Source: an optimization exercise on an open RTL-to-GDS flow (aim: small area, a short achievable clock period and few clock cycles per item). Production flows keep margins and buffers that such runs may drop. In this exercise RTL edits were held to simulation tests only and were not proved equivalent to the original. Power is estimated from default activity; no workload was simulated.

## design/flow/constraint.sdc

```tcl
create_clock -name core_clock -period 10.0 [get_ports {i_clk}]
set_input_delay 2.0000 -clock core_clock [delete_from_list [all_inputs] [get_ports {i_clk}]]
set_output_delay 2.0000 -clock core_clock [all_outputs]
set_load 0.01 [all_outputs]
```

## design/flow/flow/run.sh

```bash
#!/bin/bash
set -euo pipefail
bash standard.sh SETUP_SLACK_MARGIN=5.8 \
    "BUFFER_PORTS_ARGS=-buffer_cell sky130_fd_sc_hd__buf_1" \
    "CTS_ARGS=-sink_clustering_enable -repair_clock_nets -dont_use_dummy_load" \
    finish > layout.log 2>&1
```

## design/flow/config.mk

```make
export PLATFORM = sky130hd
export DESIGN_NAME = ordered_dither_spiral_screen_unit
export DESIGN_NICKNAME = ordered_dither_spiral_screen_unit
export VERILOG_FILES = /design/flow/design.v
export SDC_FILE = /design/flow/constraint.sdc
export NUM_CORES = 4
export LEC_CHECK = 0
export ABC_AREA = 1
export CAP_MARGIN = 20
export CORE_MARGIN = 2
export CORE_UTILIZATION = 55
export PLACE_DENSITY = 0.7
export SLEW_MARGIN = 20
```

## design/flow/design.v

```verilog
package odss_pkg;
    localparam int SIDE_W = 5;                           
    localparam int IN_W   = 48;                          
    localparam int OUT_W  = 24;                          
    localparam logic [4:0] SIDE_RESET = 5'd4;              
    localparam logic [1023:0] T_WTS = 1024'h84218421428428427a59bc6384848484216379a58426842657842157000000004214214224242424342134210000000021212121000000000000000000000000;
    function automatic logic [31:0] f_wts(input logic [4:0] n);
        f_wts = T_WTS[32*n +: 32];
    endfunction
    localparam logic [287:0] T_SCALE = 288'h80c06030180c06030180c06030180c0603017131554913d194a441190943411050140402;
    function automatic logic [8:0] f_scale(input logic [4:0] n);
        f_scale = T_SCALE[9*n +: 9];
    endfunction
    localparam logic [319:0] T_SCALE3 = 320'hc0f03c0f03c0f03c0f03c0f03c0f03c0f03c0f03a9a4f7f9b35b92f3d8c32586f138330780f01806;
    function automatic logic [9:0] f_scale3(input logic [4:0] n);
        f_scale3 = T_SCALE3[10*n +: 10];
    endfunction
    localparam logic [351:0] T_SCALE5 = 352'ha0b41682d05a0b41682d05a0b41682d05a0b41682d058d4f65a92d54c47e4cd1451f42e4410550640640500a;
    function automatic logic [10:0] f_scale5(input logic [4:0] n);
        f_scale5 = T_SCALE5[11*n +: 11];
    endfunction
    localparam logic [351:0] T_SCALE7 = 352'he0fc1f83f07e0fc1f83f07e0fc1f83f07e0fc1f83f07c5d58e533f76acb0d1f1c72bc40c5b07708c08c0700e;
    function automatic logic [10:0] f_scale7(input logic [4:0] n);
        f_scale7 = T_SCALE7[11*n +: 11];
    endfunction
    localparam logic [255:0] T_HALF = 256'h80808080808080808080808080808080716255483d32292019120d0805020101;
    function automatic logic [7:0] f_half(input logic [4:0] n);
        f_half = T_HALF[8*n +: 8];
    endfunction
    localparam logic [2047:0] T_KIDX = 2048'he1e0dfdedddcdbdad9d8d7d6d5d4d3d2e2a9a8a7a6a5a4a3a2a1a09f9e9d9cd1e3aa797877767574737271706f6e9bd0e4ab7a51504f4e4d4c4b4a49486d9acfe5ac7b5231302f2e2d2c2b2a476c99cee6ad7c533219181716151429466b98cde7ae7d54331a090807061328456a97cce8af7e55341b0a0100051227446996cbe9b07f56351c0b0203041126436895caeab18057361d0c0d0e0f1025426794c9ebb28158371e1f2021222324416693c8ecb3825938393a3b3c3d3e3f406592c7edb4835a5b5c5d5e5f606162636491c6eeb58485868788898a8b8c8d8e8f90c5efb6b7b8b9babbbcbdbebfc0c1c2c3c4f0f1f2f3f4f5f6f7f8f9fafbfcfdfeff;
    function automatic logic [7:0] f_kidx(input logic [7:0] ab);
        f_kidx = T_KIDX[8*ab +: 8];
    endfunction
endpackage
module odss_front #(
    parameter int QD = 4
) (
    input  logic        i_clk,
    input  logic        i_rst_n,
    input  logic        i_pix_in,
    output logic        o_s_tready,
    input  logic        i_pv,
    input  logic [3:0]  i_pd,
    output logic        o_m_tvalid,
    input  logic        i_m_tready,
    output logic [23:0] o_m_tdata,
    output logic [0:0]  o_m_tuser
);
    localparam int CW = $clog2(QD + 2);
    logic          r_rdy;
    logic [CW-1:0] r_cred;       
    logic [CW-1:0] w_cred;
    logic          r_ov;
    logic [3:0]    r_od;
    logic [3:0]    r_q [QD];
    logic [CW-1:0] r_qn;
    logic [CW-1:0] w_qn;         
    logic          w_pop;
    logic          w_load;
    assign w_pop  = r_ov && i_m_tready;
    assign w_load = !r_ov || i_m_tready;
    assign w_cred = r_cred + CW'(i_pix_in) - CW'(w_pop);
    assign w_qn   = (w_load && r_qn != '0) ? r_qn - CW'(1) : r_qn;
    always_ff @(posedge i_clk) begin
        if (!i_rst_n) begin
            r_cred <= '0;
            r_rdy  <= 1'b1;
            r_ov   <= 1'b0;
            r_qn   <= '0;
        end else begin
            r_cred <= w_cred;
            r_rdy  <= (w_cred != CW'(QD + 1));
            if (w_load) begin
                r_ov <= (r_qn != '0) || i_pv;
            end
            r_qn <= w_qn + CW'(i_pv && !(w_load && r_qn == '0));
        end
    end
    always_ff @(posedge i_clk) begin
        if (w_load) begin
            r_od <= (r_qn != '0) ? r_q[0] : i_pd;
        end
        for (int i = 0; i < QD; i++) begin
            if (w_load && r_qn != '0) begin
                if (CW'(i) + CW'(1) < r_qn) begin
                    r_q[i] <= (i + 1 < QD) ? r_q[(i + 1) % QD] : i_pd;
                end else if (CW'(i) + CW'(1) == r_qn) begin
                    r_q[i] <= i_pd;
                end
            end else if (!w_load && CW'(i) == r_qn) begin
                r_q[i] <= i_pd;
            end
        end
    end
    assign o_s_tready = r_rdy;
    assign o_m_tvalid = r_ov;
    assign o_m_tdata  = {{8{r_od[2]}}, {8{r_od[1]}}, {8{r_od[0]}}};
    assign o_m_tuser  = r_od[3];
endmodule
module odss_back (
    input  logic        i_clk,
    input  logic        i_rst_n,
    input  logic [4:0]  i_cfg,      
    input  logic        i_beat,
    input  logic        i_mode,
    input  logic [47:0] i_data,
    output logic        o_pv,
    output logic [3:0]  o_pd        
);
    function automatic logic [6:0] f_wsum(input logic [11:0] x,
                                          input logic [31:0] wts);
        logic [6:0] s;
        s = {3'd0, x[3:0]};
        for (int i = 4; i < 12; i++) begin
            s = s + (x[i] ? {3'd0, wts[4*(i-4) +: 4]} : 7'd0);
        end
        f_wsum = s;
    endfunction
    function automatic logic [6:0] f_rsub(input logic [6:0] s,
                                          input logic [4:0] n,
                                          input int         k);
        logic [7:0] d;
        d = {1'b0, s >> k} - {3'b0, n};
        f_rsub = d[7] ? s : 7'((d[6:0] << k) | (s & 7'((1 << k) - 1)));
    endfunction
    function automatic logic f_lt(input logic [6:0] a, input logic [6:0] b);
        logic l;
        l = 1'b0;
        for (int i = 0; i < 7; i++) begin
            l = (~a[i] & b[i]) | ((~a[i] | b[i]) & l);
        end
        f_lt = l;
    endfunction
    function automatic logic f_lt8(input logic [7:0] a, input logic [7:0] b);
        logic l;
        l = 1'b0;
        for (int i = 0; i < 8; i++) begin
            l = (~a[i] & b[i]) | ((~a[i] | b[i]) & l);
        end
        f_lt8 = l;
    endfunction
    logic        r1_v, r1_pix;
    logic [11:0] r1_x, r1_y;
    logic [7:0]  r1_c [3];
    logic [4:0]  r_sn;
    logic [8:0]  r_s1;           
    logic [9:0]  r_s3;           
    logic [10:0] r_s5;           
    logic [10:0] r_s7;           
    logic [31:0] r_wts;          
    logic        r_sb;
    logic        r2_v, r2_b;
    logic [4:0]  r2_n;
    logic [6:0]  r2_sx, r2_sy;
    logic [7:0]  r2_ph [3];
    logic [2:0]  r2_e;
    logic        r3_v, r3_b;
    logic [4:0]  r3_n;
    logic [5:0]  r3_sx, r3_sy;
    logic [7:0]  r3_t [3];
    logic        r4_v, r4_b;
    logic [4:0]  r4_n;
    logic [7:0]  r4_m;           
    logic [7:0]  r4_t [3];
    logic [31:0] w_wts;
    logic [10:0] w_m [8];
    logic [15:0] w_p [3];
    logic [15:0] w_pp [3][3];
    logic [6:0]  w_sx3, w_sy3, w_sx4, w_sy4;
    logic [4:0]  w_sn_nx;
    logic [4:0]  w_nm1;
    logic [3:0]  w_kx0, w_kx1, w_ky0, w_ky1;
    logic        w_gx, w_gy;
    logic [7:0]  w_ab;
    logic [7:0]  w_k;
    logic [7:0]  w_half;
    logic        w_u;
    logic [7:0]  w_hb [3];
    always_ff @(posedge i_clk) begin
        if (!i_rst_n) begin
            r1_v <= 1'b0;
            r2_v <= 1'b0;
            r3_v <= 1'b0;
            r4_v <= 1'b0;
            r_sb <= 1'b0;
        end else begin
            r1_v <= i_beat;
            r2_v <= r1_v && r1_pix;
            r3_v <= r2_v;
            r4_v <= r3_v;
            if (r1_v && !r1_pix) begin
                r_sb <= 1'b1;
            end
        end
    end
    always_ff @(posedge i_clk) begin
        if (r1_v && !r1_pix) begin
            r_sn <= i_cfg;
        end
    end
    assign w_sn_nx = (r1_v && !r1_pix) ? i_cfg : r_sn;
    always_ff @(posedge i_clk) begin
        r_s1  <= odss_pkg::f_scale(w_sn_nx);
        r_s3  <= odss_pkg::f_scale3(w_sn_nx);
        r_s5  <= odss_pkg::f_scale5(w_sn_nx);
        r_s7  <= odss_pkg::f_scale7(w_sn_nx);
        r_wts <= odss_pkg::f_wts(w_sn_nx);
    end
    always_ff @(posedge i_clk) begin
        r1_pix  <= i_mode;
        r1_x    <= i_data[11:0];
        r1_y    <= i_data[23:12];
        r1_c[0] <= i_data[31:24];
        r1_c[1] <= i_data[39:32];
        r1_c[2] <= i_data[47:40];
    end
    assign w_wts   = r_wts;
    assign w_m[0]  = '0;
    assign w_m[1]  = {2'b0, r_s1};
    assign w_m[2]  = {1'b0, r_s1, 1'b0};
    assign w_m[3]  = {1'b0, r_s3};
    assign w_m[4]  = {r_s1, 2'b0};
    assign w_m[5]  = r_s5;
    assign w_m[6]  = {r_s3, 1'b0};
    assign w_m[7]  = r_s7;
    always_comb begin
        for (int j = 0; j < 3; j++) begin
            w_pp[j][0] = 16'(w_m[r1_c[j][2:0]]);
            w_pp[j][1] = 16'(w_m[r1_c[j][5:3]]) << 3;
            w_pp[j][2] = 16'(w_m[{1'b0, r1_c[j][7:6]}]) << 6;
            w_p[j] = w_pp[j][0] + w_pp[j][1] + w_pp[j][2];
        end
    end
    always_ff @(posedge i_clk) begin
        r2_b  <= r_sb;
        r2_n  <= r_sn;
        r2_sx <= f_wsum(r1_x, w_wts);
        r2_sy <= f_wsum(r1_y, w_wts);
        for (int j = 0; j < 3; j++) begin
            r2_ph[j] <= w_p[j][15:8];
            r2_e[j]  <= (r1_c[j] == 8'd128) && r_sn[0];
        end
    end
    assign w_sx3 = f_rsub(f_rsub(r2_sx, r2_n, 3), r2_n, 2);
    assign w_sy3 = f_rsub(f_rsub(r2_sy, r2_n, 3), r2_n, 2);
    always_ff @(posedge i_clk) begin
        r3_b  <= r2_b;
        r3_n  <= r2_n;
        r3_sx <= w_sx3[5:0];
        r3_sy <= w_sy3[5:0];
        for (int j = 0; j < 3; j++) begin
            r3_t[j] <= r2_ph[j] - 8'(r2_e[j]);
        end
    end
    assign w_sx4 = f_rsub({1'b0, r3_sx}, r3_n, 1);
    assign w_sy4 = f_rsub({1'b0, r3_sy}, r3_n, 1);
    assign w_nm1 = r3_n - 5'd1;
    assign w_kx0 = r3_n[4:1] + 4'd8;                  
    assign w_kx1 = r3_n[3:0] + r3_n[4:1] + 4'd8;      
    assign w_ky0 = w_nm1[4:1] + 4'd9;                 
    assign w_ky1 = r3_n[3:0] + w_nm1[4:1] + 4'd9;     
    assign w_gx  = !f_lt(w_sx4, {2'b0, r3_n});
    assign w_gy  = !f_lt(w_sy4, {2'b0, r3_n});
    assign w_ab  = {w_sx4[3:0] - (w_gx ? w_kx1 : w_kx0),
                    w_sy4[3:0] - (w_gy ? w_ky1 : w_ky0)};
    always_ff @(posedge i_clk) begin
        r4_b  <= r3_b;
        r4_n  <= r3_n;
        r4_m  <= w_ab;
        for (int j = 0; j < 3; j++) begin
            r4_t[j] <= r3_t[j];
        end
    end
    assign w_k   = odss_pkg::f_kidx(r4_m);
    assign w_half = odss_pkg::f_half(r4_n);
    assign w_u    = f_lt8(w_k, w_half);
    assign o_pv = r4_v;
    always_comb begin
        o_pd[3] = r4_b;
        for (int j = 0; j < 3; j++) begin
            w_hb[j] = w_half + {1'b0, r4_t[j][7:1]};
            o_pd[j] = r4_b && (f_lt8(w_k, {1'b0, r4_t[j][7:1]})
                               || (r4_t[j][0] && w_k == {1'b0, r4_t[j][7:1]})
                               || (!w_u && f_lt8(w_k, w_hb[j])));
        end
    end
endmodule
module ordered_dither_spiral_screen_unit (
    input  logic                          i_clk,
    input  logic                          i_rst_n,
    input  logic                          i_cfg_valid,
    output logic                          o_cfg_ready,
    input  logic [odss_pkg::SIDE_W-1:0]   i_cfg_data,     
    input  logic                          s_axis_tvalid,
    output logic                          s_axis_tready,
    input  logic [odss_pkg::IN_W-1:0]     s_axis_tdata,
    input  logic [0:0]                    s_axis_tuser,   
    output logic                          m_axis_tvalid,
    input  logic                          m_axis_tready,
    output logic [odss_pkg::OUT_W-1:0]    m_axis_tdata,
    output logic [0:0]                    m_axis_tuser    
);
    logic [4:0] r_cfg;           
    logic       w_beat;
    logic       w_pix_in;
    logic       w_pv;
    logic [3:0] w_pd;
    assign o_cfg_ready = 1'b1;
    always_ff @(posedge i_clk) begin
        if (!i_rst_n) begin
            r_cfg <= odss_pkg::SIDE_RESET;
        end else if (i_cfg_valid) begin
            if (i_cfg_data == '0) begin
                r_cfg <= 5'd1;
            end else if (i_cfg_data > 5'd16) begin
                r_cfg <= 5'd16;
            end else begin
                r_cfg <= i_cfg_data;
            end
        end
    end
    assign w_beat   = s_axis_tvalid && s_axis_tready;
    assign w_pix_in = w_beat && s_axis_tuser[0];
    odss_back u_back (
        .i_clk    (i_clk),
        .i_rst_n  (i_rst_n),
        .i_cfg    (r_cfg),
        .i_beat   (w_beat),
        .i_mode   (s_axis_tuser[0]),
        .i_data   (s_axis_tdata),
        .o_pv     (w_pv),
        .o_pd     (w_pd)
    );
    odss_front #(.QD(5)) u_out (
        .i_clk      (i_clk),
        .i_rst_n    (i_rst_n),
        .i_pix_in   (w_pix_in),
        .o_s_tready (s_axis_tready),
        .i_pv       (w_pv),
        .i_pd       (w_pd),
        .o_m_tvalid (m_axis_tvalid),
        .i_m_tready (m_axis_tready),
        .o_m_tdata  (m_axis_tdata),
        .o_m_tuser  (m_axis_tuser)
    );
endmodule
```

## design/flow/standard.sh

```bash
#!/bin/bash
# synth_recipe.tcl (not shown) runs the flow's synth.tcl, then flattens the netlist and writes it again
# the make line also repeats each setting of config.mk as NAME=value (left out here)
make -C /OpenROAD-flow-scripts/flow DESIGN_CONFIG=/design/flow/config.mk WORK_HOME=/design/flow/orfs CLKGATE_MAP_FILE= SYNTH_SCRIPT=/design/flow/synth_recipe.tcl "${@:-finish}"
```

==> flow_summary.yaml, run 1 <==
status:
  outcome: "complete, no violations"
grt:
  use_met3: 0.0437
  grt_use_total: 0.309
  antenna_found_initial: 0
  grt_pass1_wl_um: 96400
  gr-total-overflow: 0
  grt-busiest-layer: "met2"
  gr-usage-met2: 0.516
  grtUsageMet1: 0.399
  grt_pass1_vias: 18700
  grt_max_degree: 44
timing:
  rsz0062_at_grt: "yes"
  finalClockSkew_ns: 0.0300
  drv_slew: 0
  fmax_ghz: 0.253
  fin_crit_sh: 0.395
  fin_ws_ns: 6.05
  finalHoldViolations: 0
  setup_viol: 0
  tns_ns: 0
  finalCriticalPeriod_ns: 3.95
  worst_slew_pin_slew_ns: 1.03
  relSlewSlack: 0.312
setup_path:
  critPathLaunchType: "register"
  cp_slowest_cell: "fa_1"
  crit_chain: "nand2_1, inv_1, fa_1, fa_1, inv_1, fa_1, fa_1, inv_1, ha_1, inv_1, fa_1, o21ai_0, xor2_1"
  cp.arrival_ns: 4.40
  reg2reg_slack_ns: 6.05
  worstPathMaxFanout: 4
  cp-end-kind: "register"
  required_ns: 10.45
  path_common_cell: "fa_1"
  worst-setup-path-type: "register to register"
  critPathMaxStageDelay_ns: 0.55
yosys:
  yosysWarnings: 12
  syn_area_per_cell_um2: 7.42
  synth_area_um2: 20600
  synth_cells: 2781
  synth_seq_cells: 283
  synth_cell_types: 65
  async_flop_share: 0
  synth-seq-area-share: 0.286
  synth_edf_count: 24
  synth_nets: 3113
  ys.flop_type: "dfxtp_1"
power:
  power.density_nw_per_um2: 341
  vdd_drop_max_v: 0.000225
  p_leak_uw: 0.0110
route:
  drc_errors: 0
  vias: 19200
  final_antenna_net_count: 0
  drt_pass1_iterations: 6
  detail_route.vias_per_cell: 5.78
  wl_per_cell_um: 18.2
  initialDrtViolationCount: 1654
  wirelength_um: 60400
floorplan:
  num_rows: 70
  die_h_um: 198
  io_pins: 87
  core_area_um2: 36800
  die_area_um2: 39100
  die_x_um: 198
  start_util: 0.561
min_path:
  hold_class: "register to register"
cells_and_area:
  final_common_cell: "nand2_1"
  final.fill_count: 3404
  nets: 3182
  drive_gt1_frac: 0.0643
  ff_latch_area_um2: 5930
  area_growth_pct: 8.34
  layout_common_cells: "nand2_1 (617), inv_1 (414), dfxtp_1 (241)"
  multi_input_area_um2: 12800
  antenna_cells: 0
placement:
  dp_worst_setup_slack_ns: 5.67
  io_buffers: 85
  hpwl_um: 46200
  gp_congestion: 1.04
job:
  cap_violations: 0
clock_tree:
  clkTransAtPathRegs_ns: 0.06
  insertion_delay_ns: 0.56
  clock_path_buffers: 3
  cts.sinks: 283
  cts-root-buf: "clkbuf_16"
  tritoncts.num_buffers: 30
  htreeDepth: 1
  cts_tree: "yes"
==> Yosys cell counts, drive strengths merged (2+ instances only) <==
library cell / count / share of area
ha: 214 / 0.13
nor2: 185 / 0.034
clkinv: 11 / 0.0020
a21o: 4 / 0.0015
clkbuf: 37 / 0.0068
o211ai: 20 / 0.0075
o31ai: 4 / 0.0015
edfxtp: 24 / 0.035
nand3: 135 / 0.033
mux2: 3 / 0.0016
buf: 43 / 0.015
a22oi: 13 / 0.0047
xor2: 73 / 0.031
nor4: 3 / 0.00091
o221ai: 44 / 0.019
or2: 5 / 0.0015
nor3: 41 / 0.011
nand3b: 2 / 0.00073
a211oi: 22 / 0.0082
dfxtp: 259 / 0.25
a31oi: 9 / 0.0027
o21bai: 16 / 0.0062
a21oi: 152 / 0.037
o2111ai: 17 / 0.0072
o21ai: 138 / 0.034
a221oi: 16 / 0.0068
o22ai: 78 / 0.024
inv: 442 / 0.080
nand2: 629 / 0.12
o21a: 4 / 0.0015
or3: 5 / 0.0015
fa: 59 / 0.057
xnor2: 40 / 0.017
nand4: 20 / 0.0061
==> worst max-delay path: cells and delay by family (launching register included) <==
kind / cells / cell delay (ns)
flip-flops: 1 / 0.40
AND/OR/NAND/NOR: 1 / 0.08
AO/OA/AOI/OAI: 1 / 0.22
XOR/XNOR: 1 / 0.27
adder cells (fa/ha/maj): 6 / 2.61
buffers and inverters: 4 / 0.26
==> cells by family after synthesis <==
family,after synthesis,share of synthesized area
adders and majority gates,273,0.187
DFF,283,0.286
muxes,4,0.00212
other,1,0.000182
AOI/OAI and AO/OA,546,0.165
buffers and inverters,533,0.104
and+or+nand+nor,1028,0.207
xor gates and xnor gates,113,0.0480
==> through the flow <==
step	instances	hold WS (ns)	power (uW)	util	area [um^2]
after global placement	3257	0.311	6460	0.574	21100
after global routing	3316	0.322	8380	0.608	22400
after CTS	3290	0.322	7500	0.595	21900
after floorplan	2781	0.310	5350	-	20600
after detailed placement	3257	0.312	6530	0.574	21100
final	3316	0.318	7630	0.608	22400
==> where the power goes <==
group	switching, uW	leakage [uW]	internal [uW]
registers	410	0.00240	1560
logic	3040	0.00824	1700
clock network	403	0.000370	521
total	3850	0.0110	3780
==> flip-flops by register name (all words and copies together) (netlist names), 12 cells and up <==
name,flops
u_back.r1_y,12
u_back.r3_t,24
u_out.r_q,20
u_back.r_wts,27
u_back.r4_t,24
u_back.r1_x,12
u_back.r1_c,24
u_back.r2_ph,24
==> final timing paths <==
| path | from | depth (start not counted) | end |
|---|---|---|---|
| max | u_back.r1_y[5] | 13 | u_back.r2_sy[6] |
| min | u_back.r3_t[1][1] | 0 | u_back.r4_t[1][1] |
| max reg2reg | u_back.r1_y[5] | 13 | u_back.r2_sy[6] |
| min reg2reg | u_back.r3_t[1][1] | 0 | u_back.r4_t[1][1] |
==> routing by layer <==
layer / vias to the layer above / part of all wire
met5: - / 0
met4: 0 / 0.049
met3: 214 / 0.073
met2: 837 / 0.46
met1: 8800 / 0.42
li1: 9309 / -
==> timing repair <==
action | CTS | global route
hold buffers | 0 | 0
setup buffers | 3 | 26
endpoints found under the setup margin | 13 | 54
resized for setup | 6 | 77
==> area by class of cell <==
cell class | instances | area share
Multi-Input combinational cell | 1965 | 0.571
Tap cell | 468 | 0.0262
Clock buffer | 30 | 0.0336
Timing Repair Buffer | 117 | 0.0250
Sequential cell | 283 | 0.265
Inverter | 453 | 0.0788
Testbench counts, summed over its fixed seeds: cycles 13,195, items 12,795.
==> inputs of run 2 (changes only) <==
==> design/flow/flow/run.sh (replaced) <==
#!/bin/bash
set -euo pipefail
bash standard.sh SETUP_SLACK_MARGIN=6.6 \
    "BUFFER_PORTS_ARGS=-buffer_cell sky130_fd_sc_hd__buf_1" \
    "CTS_ARGS=-sink_clustering_enable -repair_clock_nets -dont_use_dummy_load" \
    finish > layout.log 2>&1
==> flow_summary.yaml, run 2 <==
yosys:
  synth_top_family_by_area: "simple AND/OR/NAND/NOR gates"
  synth_area_leaders: "dfxtp_1 (25%), ha_1 (13%), nand2_1 (11%), inv_1 (7.9%), fa_1 (5.7%)"
  synth-seq-area-share: 0.286
  synth_cells: 2781
  yosysTopAreaCell: "dfxtp_1"
  synthAdderAreaFrac: 0.187
  synth_commonest_cells: "nand2_1 (619), inv_1 (433), dfxtp_1 (259)"
  yosys.area_share.simple: 0.207
  async_flop_share: 0
  synth_most_common_cell: "nand2_1"
  synthMuxAreaShare: 0.00212
  synth_seq_cells: 283
  synth-xor-area-share: 0.0480
  synth_compound_area_frac: 0.165
  yosysTopAreaCellShare: 0.251
  syn_area_per_cell_um2: 7.42
  synth_cell_types: 65
  synth_nets: 3113
  ys.flop_type: "dfxtp_1"
  synth_edf_count: 24
  synth_area_um2: 20600
  yosysWarnings: 12
route:
  drt_pass1_iterations: 6
  final_antenna_net_count: 0
  wirelength_um: 67400
  wl_per_cell_um: 19.2
  vias: 20700
  drc_errors: 0
  detail_route.vias_per_cell: 5.91
  initialDrtViolationCount: 1880
placement:
  hpwl_um: 45900
  gp_congestion: 0.994
  io_buffers: 85
  dpl_cell_area_um2: 21200
  dp_worst_setup_slack_ns: 5.52
setup_path:
  cp.arrival_ns: 4.14
  worst-setup-path-type: "register to register"
  required_ns: 10.49
  crit-reg2reg-launch: "u_back.r1_c[1][0]"
  critPathLaunchType: "register"
  worstPathMaxFanout: 6
  startpoint: "u_back.r1_c[1][0]"
  cp-end-kind: "register"
clock_tree:
  clkTransAtPathRegs_ns: 0.06
  clock_path_buffers: 3
  insertion_delay_ns: 0.57
  cts.sinks: 283
  cts_tree: "yes"
  cts-root-buf: "clkbuf_16"
  htreeDepth: 1
  cts_hold_buf: 0
  tritoncts.num_buffers: 30
cells_and_area:
  final_common_cell: "nand2_1"
  antenna_cells: 0
  largest_reg_flops: 27
  area_growth_pct: 26.0
  layout_common_cells: "nand2_1 (561), inv_1 (343), dfxtp_1 (194)"
  drive_gt1_frac: 0.247
  regMostFlops: "u_back.r_wts"
  nets: 3368
  design_area_um2: 26000
timing:
  rsz0062_at_grt: "yes"
  drv_slew: 0
  fin_ws_ns: 6.35
  fmax_ghz: 0.274
  worst_slew_pin_slew_ns: 0.972
  relSlewSlack: 0.352
  fin_crit_sh: 0.365
  setup_viol: 0
  tns_ns: 0
  hold-worst-slack_ns: 0.315
  finalClockSkew_ns: 0.0304
  finalHoldViolations: 0
  finalCriticalPeriod_ns: 3.65
status:
  outcome: "complete, no violations"
grt:
  gr-usage-met2: 0.544
  use_met3: 0.0529
  antenna_found_initial: 0
  grt-busiest-layer: "met2"
  grt_max_degree: 44
  grtUsageMet1: 0.403
  gr-total-overflow: 0
  grt_pass1_wl_um: 101000
  grt_pass1_vias: 19500
  grt_use_total: 0.324
power:
  p_int_uw: 4530
  switchingPower_uw: 4440
  p_leak_uw: 0.0122
  combPwrFrac: 0.678
  power_uw: 8980
  swShare: 0.495
  vdd_drop_max_v: 0.000207
  p_clk_frac: 0.103
  seq_power_share: 0.220
  power.density_nw_per_um2: 345
floorplan:
  die_h_um: 198
  die_x_um: 198
  start_util: 0.561
  core_area_um2: 36800
  num_rows: 70
  io_pins: 87
  die_area_um2: 39100
min_path:
  min-delay-start: "u_back.r3_t[1][2]"
  hold_class: "register to register"
job:
  cap_violations: 0
[run 2: changes by cell type in the layout (fill, tap and decap cells not counted), moves of 23 or more]
| cell | change |
|---|---|
| ha_1 | -35 |
| inv_1 | -71 |
| inv_2 | +42 |
| a21oi_1 | -29 |
| nand2_2 | +41 |
| a21oi_2 | +24 |
| buf_4 | +151 |
| buf_6 | +23 |
| dfxtp_4 | +40 |
| nand3_1 | -39 |
| nand2_1 | -56 |
| dfxtp_1 | -47 |
| ha_4 | +31 |
[run 2: logic make-up (layout without fill, tap and decap cells)]
kind of cell             count (synthesis)  count (layout)
XOR/XNOR                               113             113
multiplexers                             4               4
AO/OA/AOI/OAI                          546             546
other                                    1               1
flip-flops                             283             283
buffers and inverters                  533             785
AND/OR/NAND/NOR                       1028            1029
adder cells (fa/ha/maj)                273             273
[run 2: per-layer routing]
| metal | share of wire | wire [um] | vias up |
|---|---|---|---|
| met5 | 0 | 0 | - |
| met4 | 0.057 | 3810 | 0 |
| met3 | 0.087 | 5900 | 314 |
| met2 | 0.47 | 31400 | 1071 |
| met1 | 0.39 | 26300 | 9598 |
| li1 | - | - | 9701 |
[run 2: worst max-delay path, stage by stage, from the launching register on]
cell and delay [ns]:
dfxtp_4 0.38, buf_6 0.13, nand3_4 0.12, buf_12 0.12, o22ai_4 0.07, a221oi_4 0.20
o2111ai_2 0.22, ha_1 0.41, nand2_1 0.09, a21oi_2 0.15, nor2_4 0.07, o21ai_4 0.19
buf_6 0.13, nand2_4 0.05, nand2_2 0.07, inv_2 0.05, ha_4 0.33, nand2_2 0.07
or3_4 0.39, o21ai_2 0.19, xor2_1 0.15
[run 2: timing repair]
item,4_1_cts,5_1_grt
setup endpoints to repair,64,71
pin swaps,85,192
resized for setup,321,337
setup buffers,112,96
gates cloned,1,2
[run 2: area by class of cell]
class,instances,area [um^2]
Clock buffer,30,751
Fill cell,2891,10800
Inverter,453,1880
Multi-Input combinational cell,1966,14500
Sequential cell,283,6090
Tap cell,468,586
Timing Repair Buffer,302,2160
[run 2: final timing paths]
check                       end  slack (ns)  cells after the start
max reg2reg  u_back.r2_ph[1][7]        6.35                     20
min reg2reg   u_back.r4_t[1][2]        0.32                      0
min           u_back.r4_t[1][2]        0.32                      0
max          u_back.r2_ph[1][7]        6.35                     20
[run 2: power groups by stage]
stage / clock network (uW) / logic, uW / registers [uW]
6_report: 921 / 6080 / 1970
5_1_grt: 982 / 6710 / 1990
2_1_floorplan: 0 / 3600 / 1760
4_1_cts: 943 / 5280 / 1940
3_5_place_dp: 0 / 4610 / 1950
3_3_place_gp: 0 / 4510 / 1940
[run 2: metrics by stage]
| step | util | std cells |
|---|---|---|
| 4_1_cts | 0.651 | 3404 |
| 3_3_place_gp | 0.575 | 3260 |
| 5_1_grt | 0.707 | 3502 |
| 3_5_place_dp | 0.576 | 3261 |
| 6_report | 0.707 | 3502 |
| 2_1_floorplan | - | 2781 |
==> inputs of run 3 (changes only) <==
==> design/flow/flow/run.sh (replaced) <==
#!/bin/bash
set -euo pipefail
bash standard.sh SETUP_SLACK_MARGIN=6.0 \
    "BUFFER_PORTS_ARGS=-buffer_cell sky130_fd_sc_hd__buf_1" \
    "CTS_ARGS=-sink_clustering_enable -repair_clock_nets -dont_use_dummy_load -buf_list {sky130_fd_sc_hd__clkbuf_4 sky130_fd_sc_hd__clkbuf_8}" \
    finish > layout.log 2>&1
==> flow_summary.yaml, run 3 <==
setup_path:
  r2r_cells: 13
  reg2reg_slack_ns: 6.10
  required_ns: 10.55
  worst-setup-path-type: "register to register"
  cp_slowest_cell: "fa_1"
  crit_chain: "nand2_1, inv_1, fa_1, fa_1, inv_1, fa_1, fa_1, inv_1, ha_1, inv_1, fa_1, o21ai_2, xor2_2"
  critical_path_depth: 13
  path_common_cell: "fa_1"
  critPathLaunchType: "register"
  crit_family: "adder cells"
  cp-end-kind: "register"
  worstPathMaxFanout: 6
  critPathMaxStageDelay_ns: 0.55
  cp.arrival_ns: 4.45
  crit_buf_inv: 4
power:
  vdd_drop_max_v: 0.000182
  combPwrFrac: 0.637
  p_int_uw: 3750
  switchingPower_uw: 3900
  swShare: 0.510
  p_clk_frac: 0.106
  p_leak_uw: 0.0111
  power.density_nw_per_um2: 337
  seq_power_share: 0.257
cells_and_area:
  final.fill_count: 3421
  antenna_cells: 0
  area_growth_pct: 9.82
  layout_common_cells: "nand2_1 (612), inv_1 (407), dfxtp_1 (229)"
  largest_reg_flops: 27
  multi_input_area_um2: 13000
  final_cells: 3355
  ff_latch_area_um2: 5960
  regMostFlops: "u_back.r_wts"
  drive_gt1_frac: 0.0956
  final_common_cell: "nand2_1"
  nets: 3221
  design_area_um2: 22700
yosys:
  synth_area_um2: 20600
  synth-seq-area-share: 0.286
  syn_area_per_cell_um2: 7.42
  synth_commonest_cells: "nand2_1 (619), inv_1 (433), dfxtp_1 (259)"
  synth_cell_types: 65
  synth_nets: 3113
  ys.flop_type: "dfxtp_1"
  async_flop_share: 0
  synth_edf_count: 24
  yosysTopAreaCell: "dfxtp_1"
  synth_most_common_cell: "nand2_1"
  synth_seq_cells: 283
  synth_area_leaders: "dfxtp_1 (25%), ha_1 (13%), nand2_1 (11%), inv_1 (7.9%), fa_1 (5.7%)"
  synth_cells: 2781
  yosysWarnings: 12
  yosysTopAreaCellShare: 0.251
route:
  wirelength_um: 61300
  initialDrtViolationCount: 1719
  detail_route.vias_per_cell: 5.80
  final_antenna_net_count: 0
  drc_errors: 0
  wl_per_cell_um: 18.3
  drt_pass1_iterations: 6
  vias: 19400
clock_tree:
  insertion_delay_ns: 0.63
  clock_path_buffers: 3
  cts-root-buf: "clkbuf_8"
  htreeDepth: 2
  cts_tree: "yes"
  tritoncts.num_buffers: 46
  clkTransAtPathRegs_ns: 0.06
  cts.sinks: 283
floorplan:
  start_util: 0.561
  die_area_um2: 39100
  num_rows: 70
  die_x_um: 198
  die_h_um: 198
  io_pins: 87
  core_area_um2: 36800
placement:
  dpl.cell_count: 3257
  hpwl_um: 46200
  dp_worst_setup_slack_ns: 5.67
  gp_congestion: 1.04
  io_buffers: 85
  dpl_cell_area_um2: 21100
grt:
  grt_use_total: 0.313
  grtUsageMet1: 0.399
  grt_pass1_wl_um: 97000
  gr-usage-met2: 0.518
  grt-busiest-layer: "met2"
  antenna_found_initial: 0
  use_met3: 0.0456
  grt_max_degree: 44
  gr-total-overflow: 0
  grt_pass1_vias: 19000
timing:
  rsz0062_at_grt: "yes"
  finalClockSkew_ns: 0.123
  drv_slew: 0
  fin_crit_sh: 0.390
  tns_ns: 0
  worst_slew_pin_slew_ns: 1.05
  finalCriticalPeriod_ns: 3.90
  fin_ws_ns: 6.10
  relSlewSlack: 0.301
  setup_viol: 0
  fmax_ghz: 0.257
  finalHoldViolations: 0
min_path:
  hold_depth: 0
  hold_class: "register to register"
status:
  outcome: "complete, no violations"
job:
  cap_violations: 0
run 3: cell types whose count changed in the layout (fill, tap and decap cells not counted), sizes merged:
cell,before,now
buf,300,140
clkbuf,31,46
inv,427,431
clkinv,9,7
clkinvlp,17,15
bufbuf,1,0
nand3,136,135
run 3: logic make-up (layout without fill, tap and decap cells):
kind of cell	after synthesis	count (layout)	synth area share
DFF	283	283	0.286
muxes	4	4	0.00212
and+or+nand+nor	1028	1028	0.207
xor gates and xnor gates	113	113	0.0480
AOI/OAI and AO/OA	546	546	0.165
other	1	1	0.000182
adders and majority gates	273	273	0.187
buffers and inverters	533	639	0.104
run 3: cell type report:
class,count,area share
Clock buffer,46,0.0279
Inverter,453,0.0781
Multi-Input combinational cell,1965,0.573
Sequential cell,283,0.263
Tap cell,468,0.0258
Timing Repair Buffer,140,0.0325
run 3: final timing paths:
kind | startpoint | end
max | u_back.r_wts[30] | u_back.r2_sy[6]
max reg2reg | u_back.r_wts[30] | u_back.r2_sy[6]
min reg2reg | u_back.r3_t[0][4] | u_back.r4_t[0][4]
min | u_back.r3_t[0][4] | u_back.r4_t[0][4]
run 3: layer usage:
layer / share of wire / wire, um
met2: 0.46 / 28000
met3: 0.078 / 4810
met4: 0.053 / 3220
met1: 0.41 / 25300
met5: 0 / 0
run 3: power groups by stage:
stage / clock network, uW / registers [uW] / logic (uW)
after floorplan: 0 / 1760 / 3590
after global placement: 0 / 1950 / 4500
after detailed placement: 0 / 1960 / 4570
after CTS: 834 / 1950 / 4630
after global routing: 881 / 2000 / 5520
final: 807 / 1970 / 4870
run 3: what timing repair did:
| item | in CTS | in global routing |
|---|---|---|
| pin swaps | 0 | 10 |
| setup buffers | 12 | 40 |
| setup endpoints to repair | 32 | 43 |
| resized for setup | 28 | 137 |
| hold buffers | 0 | 0 |
run 3: worst reg2reg max path, delay by kind of cell (launching register included):
family                   cells  cell delay (ns)
AO/OA/AOI/OAI                1             0.23
XOR/XNOR                     1             0.19
flip-flops                   1             0.40
AND/OR/NAND/NOR              1             0.08
adder cells (fa/ha/maj)      6             2.65
buffers and inverters        4             0.26
run 3: stage by stage:
stage               utilization  total power, uW  hold slack, ns
floorplan                     -             5350           0.310
global placement          0.574             6460           0.311
detailed placement        0.574             6530           0.312
CTS                       0.596             7410           0.296
global route              0.616             8410           0.292
finish                    0.616             7650           0.291
==> inputs of run 4 (changes only) <==
==> design/flow/flow/run.sh (replaced) <==
#!/bin/bash
set -euo pipefail
bash standard.sh SETUP_SLACK_MARGIN=6.0 \
    "BUFFER_PORTS_ARGS=-buffer_cell sky130_fd_sc_hd__buf_1" \
    "CTS_ARGS=-sink_clustering_enable -repair_clock_nets -dont_use_dummy_load -buf_list sky130_fd_sc_hd__clkbuf_8 -sink_clustering_size 20 -sink_clustering_max_diameter 40" \
    finish > layout.log 2>&1
==> flow_summary.yaml, run 4 <==
status:
  outcome: "complete, no violations"
grt:
  grt_pass1_wl_um: 96700
  grt_pass1_vias: 18800
  grt_use_total: 0.312
  grt_max_degree: 44
  antenna_found_initial: 0
  gr-total-overflow: 0
yosys:
  yosysTopAreaCell: "dfxtp_1"
  syn_area_per_cell_um2: 7.42
  synth_cells: 2781
  synth-seq-area-share: 0.286
  synth_nets: 3113
  synth_commonest_cells: "nand2_1 (619), inv_1 (433), dfxtp_1 (259)"
  synth_edf_count: 24
  synth_area_leaders: "dfxtp_1 (25%), ha_1 (13%), nand2_1 (11%), inv_1 (7.9%), fa_1 (5.7%)"
  async_flop_share: 0
  synth_seq_cells: 283
  synth_cell_types: 65
  yosysWarnings: 12
  yosysTopAreaCellShare: 0.251
  ys.flop_type: "dfxtp_1"
  synth_area_um2: 20600
  synth_most_common_cell: "nand2_1"
route:
  drc_errors: 0
  final_antenna_net_count: 0
  routed.top_layer: "met4"
  vias: 19500
  wl_met2_um: 28000
  detail_route.vias_per_cell: 5.79
  drt-met1-wl_um: 25400
  drt_pass1_iterations: 6
  wl_per_cell_um: 18.3
  dr_wl_met3_um: 4790
  wirelength_um: 61400
  initialDrtViolationCount: 1661
cells_and_area:
  largest_reg_flops: 27
  area_growth_pct: 9.62
  drive_gt1_frac: 0.0947
  final.fill_count: 3410
  fin_util: 0.615
  antenna_cells: 0
  nets: 3226
  regMostFlops: "u_back.r_wts"
  final_common_cell: "nand2_1"
  layout_common_cells: "nand2_1 (615), inv_1 (408), dfxtp_1 (228)"
timing:
  finalHoldViolations: 0
  setup_viol: 0
  fmax_ghz: 0.257
  rsz0062_at_grt: "yes"
  finalCriticalPeriod_ns: 3.89
  worst_slew_pin_slew_ns: 0.971
  relSlewSlack: 0.351
  drv_slew: 0
  finalClockSkew_ns: 0.0769
  tns_ns: 0
  fin_crit_sh: 0.389
power:
  p_leak_uw: 0.0111
  vdd_drop_max_v: 0.000179
  power.density_nw_per_um2: 334
min_path:
  hold_depth: 0
  hold_class: "register to register"
  min-delay-start: "u_back.r2_n[2]"
  hold_end: "u_back.r3_n[2]"
clock_tree:
  cts_hold_buf: 0
  tritoncts.num_buffers: 39
  cts_tree: "yes"
  clkTransAtPathRegs_ns: 0.10
  htreeDepth: 2
  insertion_delay_ns: 0.62
  cts.sinks: 283
  cts-root-buf: "clkbuf_8"
  clock_path_buffers: 3
setup_path:
  cp-end-kind: "register"
  crit-reg2reg-launch: "u_back.r_wts[30]"
  worst-setup-path-type: "register to register"
  reg2reg_slack_ns: 6.11
  critPathLaunchType: "register"
  cp.arrival_ns: 4.38
  r2r_cells: 13
  required_ns: 10.49
  worstPathMaxFanout: 6
  r2r_end: "u_back.r2_sy[6]"
floorplan:
  die_h_um: 198
  die_area_um2: 39100
  core_area_um2: 36800
  num_rows: 70
  die_x_um: 198
  start_util: 0.561
  io_pins: 87
placement:
  gp_congestion: 1.04
  io_buffers: 85
  hpwl_um: 46200
job:
  cap_violations: 0
run 4: cell counts after synthesis:
Identical to the previous run, type by type.
run 4: stage by stage:
| step | setup slack [ns] | instance area [um^2] | hold WS (ns) | cells | power [uW] |
|---|---|---|---|---|---|
| floorplan | 6.44 | 20600 | 0.310 | 2781 | 5350 |
| global placement | 5.72 | 21100 | 0.311 | 3257 | 6460 |
| detailed placement | 5.67 | 21100 | 0.312 | 3257 | 6530 |
| CTS | 6.00 | 21800 | 0.316 | 3308 | 7330 |
| global route | 5.88 | 22600 | 0.318 | 3360 | 8310 |
| finish | 6.11 | 22600 | 0.312 | 3360 | 7560 |
run 4: worst max path at each step:
| stage | slack, ns | startpoint | endpoint |
|---|---|---|---|
| after floorplan | 6.44 | u_back.r_wts[30] | u_back.r2_sx[6] |
| after global placement | 5.72 | u_back.r4_m[2] | u_out.r_od[1] |
| after detailed placement | 5.67 | u_back.r4_m[2] | u_out.r_q[3][1] |
| after CTS | 6.00 | u_back.r_s1[3] | u_back.r2_ph[2][7] |
| after global routing | 5.88 | u_back.r1_c[2][1] | u_back.r2_ph[2][7] |
| final | 6.11 | u_back.r_wts[30] | u_back.r2_sy[6] |
run 4: cells by family (layout without fill, tap and decap cells):
kind of cell    after synthesis  count (layout)  share of synthesized area
buf+inv                     533             644                      0.104
flops                       283             283                      0.286
mux                           4               4                    0.00212
other cells                   1               1                   0.000182
xor+xnor                    113             113                     0.0480
compound gates              546             546                      0.165
simple gates               1028            1028                      0.207
fa+ha+maj                   273             273                      0.187
run 4: layer usage:
metal,GRT usage,vias up
li1,-,9385
met1,0.398,8931
met5,0,-
met3,0.0522,256
met4,0.150,0
met2,0.516,886
run 4: critical path: stages, from the launching register on:
cell     delay (ns)
dfxtp_2        0.41
nand2_1        0.08
inv_1          0.07
fa_1           0.46
fa_1           0.55
inv_1          0.05
fa_1           0.50
fa_1           0.49
inv_1          0.07
ha_1           0.18
inv_1          0.06
fa_1           0.43
o21ai_2        0.20
xor2_2         0.19
run 4: what timing repair did:
action                     4_1_cts  5_1_grt
pin swaps                        1       10
buffers inserted                12       51
cloned                           0        1
resized for setup               26      129
setup endpoints to repair       37       46
run 4: where the power goes:
| part | internal, uW | total [uW] | switching (uW) |
|---|---|---|---|
| Combinational | 1780 | 4870 | 3090 |
| Sequential | 1560 | 1970 | 403 |
| Clock | 343 | 728 | 385 |
run 4: final cells by class:
cell class                 instances  area [um^2]  share of cell area
timing repair buffer             151          818              0.0362
sequential                       283         5960               0.264
inverter                         453         1780              0.0787
clock buffer                      39          537              0.0237
timing repair inverter             1         7.51            0.000332
multi-input combinational       1965        12900               0.571
tap                              468          586              0.0259
==> inputs of run 5 (changes only) <==
==> design/flow/flow/run.sh (replaced) <==
#!/bin/bash
set -euo pipefail
bash standard.sh SETUP_SLACK_MARGIN=6.0 \
    "BUFFER_PORTS_ARGS=-buffer_cell sky130_fd_sc_hd__buf_1" \
    "CTS_ARGS=-sink_clustering_enable -repair_clock_nets -dont_use_dummy_load -buf_list sky130_fd_sc_hd__clkbuf_8 -sink_clustering_size 25 -sink_clustering_max_diameter 50" \
    finish > layout.log 2>&1
==> flow_summary.yaml, run 5 <==
timing:
  drv_slew: 0
  finalClockSkew_ns: 0.0725
  fin_crit_sh: 0.389
  finalCriticalPeriod_ns: 3.89
  setup_viol: 0
  rsz0062_at_grt: "yes"
  finalHoldViolations: 0
  tns_ns: 0
  fmax_ghz: 0.257
  relSlewSlack: 0.338
  worst_slew_pin_slew_ns: 0.990
yosys:
  synthMuxAreaShare: 0.00212
  yosysWarnings: 12
  synth-seq-area-share: 0.286
  synth_area_um2: 20600
  synth_seq_cells: 283
  synth_most_common_cell: "nand2_1"
  synthAdderAreaFrac: 0.187
  synth_cells: 2781
  synth_nets: 3113
  yosysTopAreaCell: "dfxtp_1"
  synth_area_leaders: "dfxtp_1 (25%), ha_1 (13%), nand2_1 (11%), inv_1 (7.9%), fa_1 (5.7%)"
  ys.flop_type: "dfxtp_1"
  synth_top_family_by_area: "simple AND/OR/NAND/NOR gates"
  synth_cell_types: 65
  async_flop_share: 0
  synth-xor-area-share: 0.0480
  synth_compound_area_frac: 0.165
  yosys.area_share.simple: 0.207
  syn_area_per_cell_um2: 7.42
  yosysTopAreaCellShare: 0.251
  synth_commonest_cells: "nand2_1 (619), inv_1 (433), dfxtp_1 (259)"
  synth_edf_count: 24
route:
  drc_errors: 0
  detail_route.vias_per_cell: 5.79
  vias: 19300
  drt_pass1_iterations: 8
  wirelength_um: 60700
  final_antenna_net_count: 0
  initialDrtViolationCount: 1761
  wl_per_cell_um: 18.2
floorplan:
  io_pins: 87
  die_h_um: 198
  start_util: 0.561
  die_area_um2: 39100
  die_x_um: 198
  core_area_um2: 36800
  num_rows: 70
status:
  outcome: "complete, no violations"
setup_path:
  cp.arrival_ns: 4.41
  critPathLaunchType: "register"
  path_common_cell: "fa_1"
  cp-end-kind: "register"
  crit_buf_inv: 4
  crit-reg2reg-launch: "u_back.r_wts[30]"
  critPathMaxStageDelay_ns: 0.55
  worst-setup-path-type: "register to register"
  cp_slowest_cell: "fa_1"
  worstPathMaxFanout: 6
  crit_chain: "nand2_1, inv_1, fa_1, fa_1, inv_1, fa_1, fa_1, inv_1, ha_1, inv_1, fa_1, o21ai_2, xor2_2"
  crit_family: "adder cells"
  required_ns: 10.52
  startpoint: "u_back.r_wts[30]"
cells_and_area:
  ff_latch_area_um2: 5960
  layout_common_cells: "nand2_1 (612), inv_1 (409), dfxtp_1 (230)"
  largest_reg_flops: 27
  antenna_cells: 0
  regMostFlops: "u_back.r_wts"
  area_growth_pct: 8.36
  nets: 3203
  drive_gt1_frac: 0.0875
  multi_input_area_um2: 12900
  final.fill_count: 3437
  final_common_cell: "nand2_1"
grt:
  grt_max_degree: 44
  grt_pass1_wl_um: 96000
  grtUsageMet1: 0.396
  grt-busiest-layer: "met2"
  gr-usage-met2: 0.512
  antenna_found_initial: 0
  grt_pass1_vias: 18800
  grt_use_total: 0.308
  use_met3: 0.0435
  gr-total-overflow: 0
clock_tree:
  tritoncts.num_buffers: 28
  htreeDepth: 1
  insertion_delay_ns: 0.63
  cts_tree: "yes"
  cts.sinks: 283
  cts-root-buf: "clkbuf_8"
  clock_path_buffers: 3
  clkTransAtPathRegs_ns: 0.11
  cts_hold_buf: 0
power:
  vdd_drop_max_v: 0.000175
  power.density_nw_per_um2: 331
  p_leak_uw: 0.0110
  power_uw: 7400
min_path:
  min-delay-start: "u_back.r_sb"
  hold_class: "register to register"
job:
  cap_violations: 0
placement:
  io_buffers: 85
  gp_congestion: 1.04
  hpwl_um: 46200
## run 5: worst paths after layout
kind	to	slack [ns]	cells past startpoint
hold reg to reg	u_back.r2_b	0.31	0
setup / recovery	u_back.r2_sy[6]	6.11	13
setup reg to reg	u_back.r2_sy[6]	6.11	13
hold / removal	u_back.r2_b	0.31	0
## run 5: cell type report
cell class                 count  area share
clock buffer                  28      0.0172
tap                          468      0.0262
multi-input combinational   1965       0.578
sequential                   283       0.266
inverter                     453      0.0787
timing repair buffer         140      0.0329
## run 5: worst reg2reg max path: stages (launching register included)
cell     delay, ns
dfxtp_2       0.42
nand2_1       0.08
inv_1         0.07
fa_1          0.46
fa_1          0.55
inv_1         0.05
fa_1          0.51
fa_1          0.49
inv_1         0.07
ha_1          0.19
inv_1         0.06
fa_1          0.44
o21ai_2       0.20
xor2_2        0.19
## run 5: through the flow
step	instances	hold slack, ns	util	setup WS (ns)	instance area, um^2
floorplan	2781	0.310	-	6.44	20600
global placement	3257	0.311	0.574	5.72	21100
detailed placement	3257	0.312	0.574	5.67	21100
CTS	3298	0.309	0.589	6.00	21700
global route	3337	0.313	0.608	5.89	22400
finish	3337	0.307	0.608	6.11	22400
## run 5: kinds of logic (layout without fill, tap and decap cells)
| family | after synthesis | after routing |
|---|---|---|
| muxes | 4 | 4 |
| DFF | 283 | 283 |
| other | 1 | 1 |
| buffers and inverters | 533 | 621 |
| and+or+nand+nor | 1028 | 1028 |
| AOI/OAI and AO/OA | 546 | 546 |
| adders and majority gates | 273 | 273 |
| xor gates and xnor gates | 113 | 113 |
## run 5: power by group
group	internal, uW	total [uW]	switching (uW)
Clock	247	606	359
Combinational	1760	4840	3070
Sequential	1560	1960	400
## run 5: repair_timing
item | CTS | global route
gates resized for setup | 27 | 120
setup endpoints to repair | 40 | 48
pin swaps | 1 | 7
setup buffers | 13 | 39
## run 5: layer usage
layer | routed length [um] | up-vias
li1 | - | 9362
met2 | 27500 | 886
met1 | 25400 | 8857
met5 | 0 | -
met3 | 4710 | 219
met4 | 3070 | 0
==> inputs of run 6 (changes only) <==
--- a/design/flow/config.mk
+++ b/design/flow/config.mk
@@ -10,4 +10,4 @@
 export CORE_MARGIN = 2
-export CORE_UTILIZATION = 55
-export PLACE_DENSITY = 0.7
+export CORE_UTILIZATION = 70
+export PLACE_DENSITY = 0.8
 export SLEW_MARGIN = 20
==> flow_summary.yaml, run 6 <==
timing:
  fin_crit_sh: 0.392
  finalCriticalPeriod_ns: 3.92
  fin_ws_ns: 6.08
  finalHoldViolations: 0
  tns_ns: 0
  rsz0062_at_grt: "yes"
  drv_slew: 0
  fmax_ghz: 0.255
  finalClockSkew_ns: 0.0786
  worst_slew_pin_slew_ns: 0.887
  setup_viol: 0
  relSlewSlack: 0.408
setup_path:
  worstPathMaxFanout: 11
  worst-setup-path-type: "register to register"
  critPathLaunchType: "register"
  crit_chain: "clkinvlp_4, o22ai_1, a211oi_1, o221ai_1, ha_2, a21oi_2, nor2_1, a211oi_2, a21oi_2, o21ai_0, nand2_1, nand2_1, inv_1, ha_1, a21oi_1, nor3_1, nor2_1, nand3_1, xor2_1"
  cp_slowest_cell: "dfxtp_1"
  cp.arrival_ns: 4.43
  critPathMaxStageDelay_ns: 0.57
  cp-end-kind: "register"
  r2r_cells: 19
  required_ns: 10.51
route:
  drc_errors: 0
  initialDrtViolationCount: 2826
  detail_route.vias_per_cell: 6.32
  final_antenna_net_count: 0
  wirelength_um: 63700
  wl_per_cell_um: 19.6
  drt_pass1_iterations: 7
  vias: 20500
clock_tree:
  htreeDepth: 1
  cts-root-buf: "clkbuf_8"
  clock_path_buffers: 3
  clkTransAtPathRegs_ns: 0.12
  cts_tree: "yes"
  insertion_delay_ns: 0.61
  tritoncts.num_buffers: 25
  cts.sinks: 283
yosys:
  synth-seq-area-share: 0.286
  yosysWarnings: 12
  synth_most_common_cell: "nand2_1"
  yosys.area_share.simple: 0.207
  synth_cells: 2781
  synth_nets: 3113
  synth_compound_area_frac: 0.165
  synth_edf_count: 24
  synth-xor-area-share: 0.0480
  synth_commonest_cells: "nand2_1 (619), inv_1 (433), dfxtp_1 (259)"
  synthMuxAreaShare: 0.00212
  synth_area_um2: 20600
  synthAdderAreaFrac: 0.187
  syn_area_per_cell_um2: 7.42
  synth_area_leaders: "dfxtp_1 (25%), ha_1 (13%), nand2_1 (11%), inv_1 (7.9%), fa_1 (5.7%)"
  ys.flop_type: "dfxtp_1"
  synth_top_family_by_area: "simple AND/OR/NAND/NOR gates"
  async_flop_share: 0
  yosysTopAreaCellShare: 0.251
  yosysTopAreaCell: "dfxtp_1"
  synth_seq_cells: 283
  synth_cell_types: 65
cells_and_area:
  nets: 3201
  final.fill_count: 2042
  final_common_cell: "nand2_1"
  drive_gt1_frac: 0.0834
  antenna_cells: 0
  largest_reg_flops: 27
  layout_common_cells: "nand2_1 (618), inv_1 (407), dfxtp_1 (229)"
  regMostFlops: "u_back.r_wts"
  area_growth_pct: 7.36
  fin_util: 0.768
grt:
  grt-busiest-layer: "met2"
  gr-usage-met2: 0.675
  gr-total-overflow: 0
  antenna_found_initial: 0
  grtUsageMet1: 0.471
  use_met3: 0.0693
  grt_max_degree: 44
  grt_pass1_wl_um: 98200
  grt_use_total: 0.396
  grt_pass1_vias: 19800
status:
  outcome: "complete, no violations"
floorplan:
  num_rows: 62
  die_area_um2: 30900
  io_pins: 87
  core_area_um2: 28900
  die_h_um: 176
  start_util: 0.715
  die_x_um: 176
power:
  power.density_nw_per_um2: 342
  p_leak_uw: 0.0109
  power_uw: 7580
  vdd_drop_max_v: 0.000164
placement:
  dp_worst_setup_slack_ns: 5.76
  hpwl_um: 47100
  gp_congestion: 1.00
  io_buffers: 85
min_path:
  hold_depth: 0
  hold_class: "register to register"
job:
  cap_violations: 0
-- run 6: cell count changes in the layout (fill, tap and decap cells not counted), sizes merged --
| cell | delta |
|---|---|
| inv | -2 |
| clkbuf | -3 |
| clkinvlp | +5 |
| clkinv | -2 |
-- run 6: path summary, 6_finish.rpt --
kind                             end  slack [ns]       startpoint
setup reg to reg  u_back.r2_ph[2][7]        6.08   u_back.r_s3[6]
hold / removal       u_back.r3_sx[1]        0.31  u_back.r2_sx[1]
setup / recovery  u_back.r2_ph[2][7]        6.08   u_back.r_s3[6]
hold reg to reg      u_back.r3_sx[1]        0.31  u_back.r2_sx[1]
-- run 6: metrics by stage --
step	instances	hold slack (ns)	instance area [um^2]
finish	3251	0.315	22200
global placement	3174	0.311	21000
global route	3251	0.317	22200
detailed placement	3174	0.312	21000
floorplan	2781	0.310	20600
CTS	3210	0.313	21500
-- run 6: critical path, delay by kind of cell, from the launching register on --
kind                     cells  cell delay (ns)
AO/OA/AOI/OAI                8             1.43
adder cells (fa/ha/maj)      2             0.74
flip-flops                   1             0.57
AND/OR/NAND/NOR              6             0.49
buffers and inverters        2             0.46
XOR/XNOR                     1             0.15
-- run 6: layout make-up --
cell class / instances / area [um^2] / share of cell area
Multi-Input combinational cell: 1965 / 12800 / 0.580
Sequential cell: 283 / 5960 / 0.269
Inverter: 453 / 1780 / 0.0804
Timing Repair Buffer: 140 / 739 / 0.0334
Tap cell: 384 / 480 / 0.0217
Clock buffer: 25 / 344 / 0.0155
Timing Repair inverter: 1 / 5.00 / 0.000226
-- run 6: timing repair --
action                     in CTS  in global routing
gates resized for setup        24                112
pin swaps                       0                 11
setup endpoints to repair      32                 42
cloned                          0                  1
buffers inserted               11                 40
hold buffers                    0                  0
-- run 6: routing by layer --
metal  vias up  routed length, um
li1       9337                  -
met1      9311              23200
met2      1455              29500
met3       431               6470
met4         0               4560
met5         -                  0
-- run 6: cell families (layout without fill, tap and decap cells) --
kind of cell / Yosys count / count (layout)
XOR/XNOR: 113 / 113
AO/OA/AOI/OAI: 546 / 546
flip-flops: 283 / 283
multiplexers: 4 / 4
buffers and inverters: 533 / 619
AND/OR/NAND/NOR: 1028 / 1028
adder cells (fa/ha/maj): 273 / 273
other: 1 / 1
-- run 6: power breakdown --
group / internal [uW] / switching, uW
sequential: 1560 / 427
combinational: 1790 / 3220
clock: 222 / 355
total: 3570 / 4010

separate check: timing with driven ports:
Ports are ideal in the flow. The routed layouts listed here were re-timed in OpenROAD.
Step 1: set_driving_cell puts a clkbuf_16 on i_clk and a buf_2 on each other input, an assumption about the parent block.
Step 2 times the ports against the registers' clock, not the clock port: input delays grow and output delays shrink by t, the midpoint of the rising clock arrivals with the driver on.
Slacks: ideal / step 1 / step 2; pairs: ideal / step 1.
| run | t, ns | setup WS [ns] | hold WS [ns] | worst data-port slew with drivers (ns) |
|---|---|---|---|---|
| run 1 | 0.594 | 6.048 / 6.048 / 6.048 | 0.318 / 0.318 / 0.318 | 0.05 |
| run 2 | 0.605 | 6.351 / 6.351 / 6.185 | 0.315 / 0.315 / 0.315 | 0.04 |
| run 3 | 0.628 | 6.102 / 6.102 / 6.029 | 0.291 / 0.291 / 0.291 | 0.04 |
| run 4 | 0.623 | 6.111 / 6.111 / 6.070 | 0.312 / 0.312 / 0.312 | 0.04 |
| run 5 | 0.641 | 6.112 / 6.112 / 6.078 | 0.307 / 0.307 / 0.307 | 0.04 |
| run 6 | 0.618 | 6.079 / 6.079 / 5.975 | 0.315 / 0.315 / 0.315 | 0.09 |
After both steps setup and hold are still met in every run listed. For run 2, which loses most, drivers alone change the setup slack by 0.000 ns; drivers and shift together by -0.166 ns.
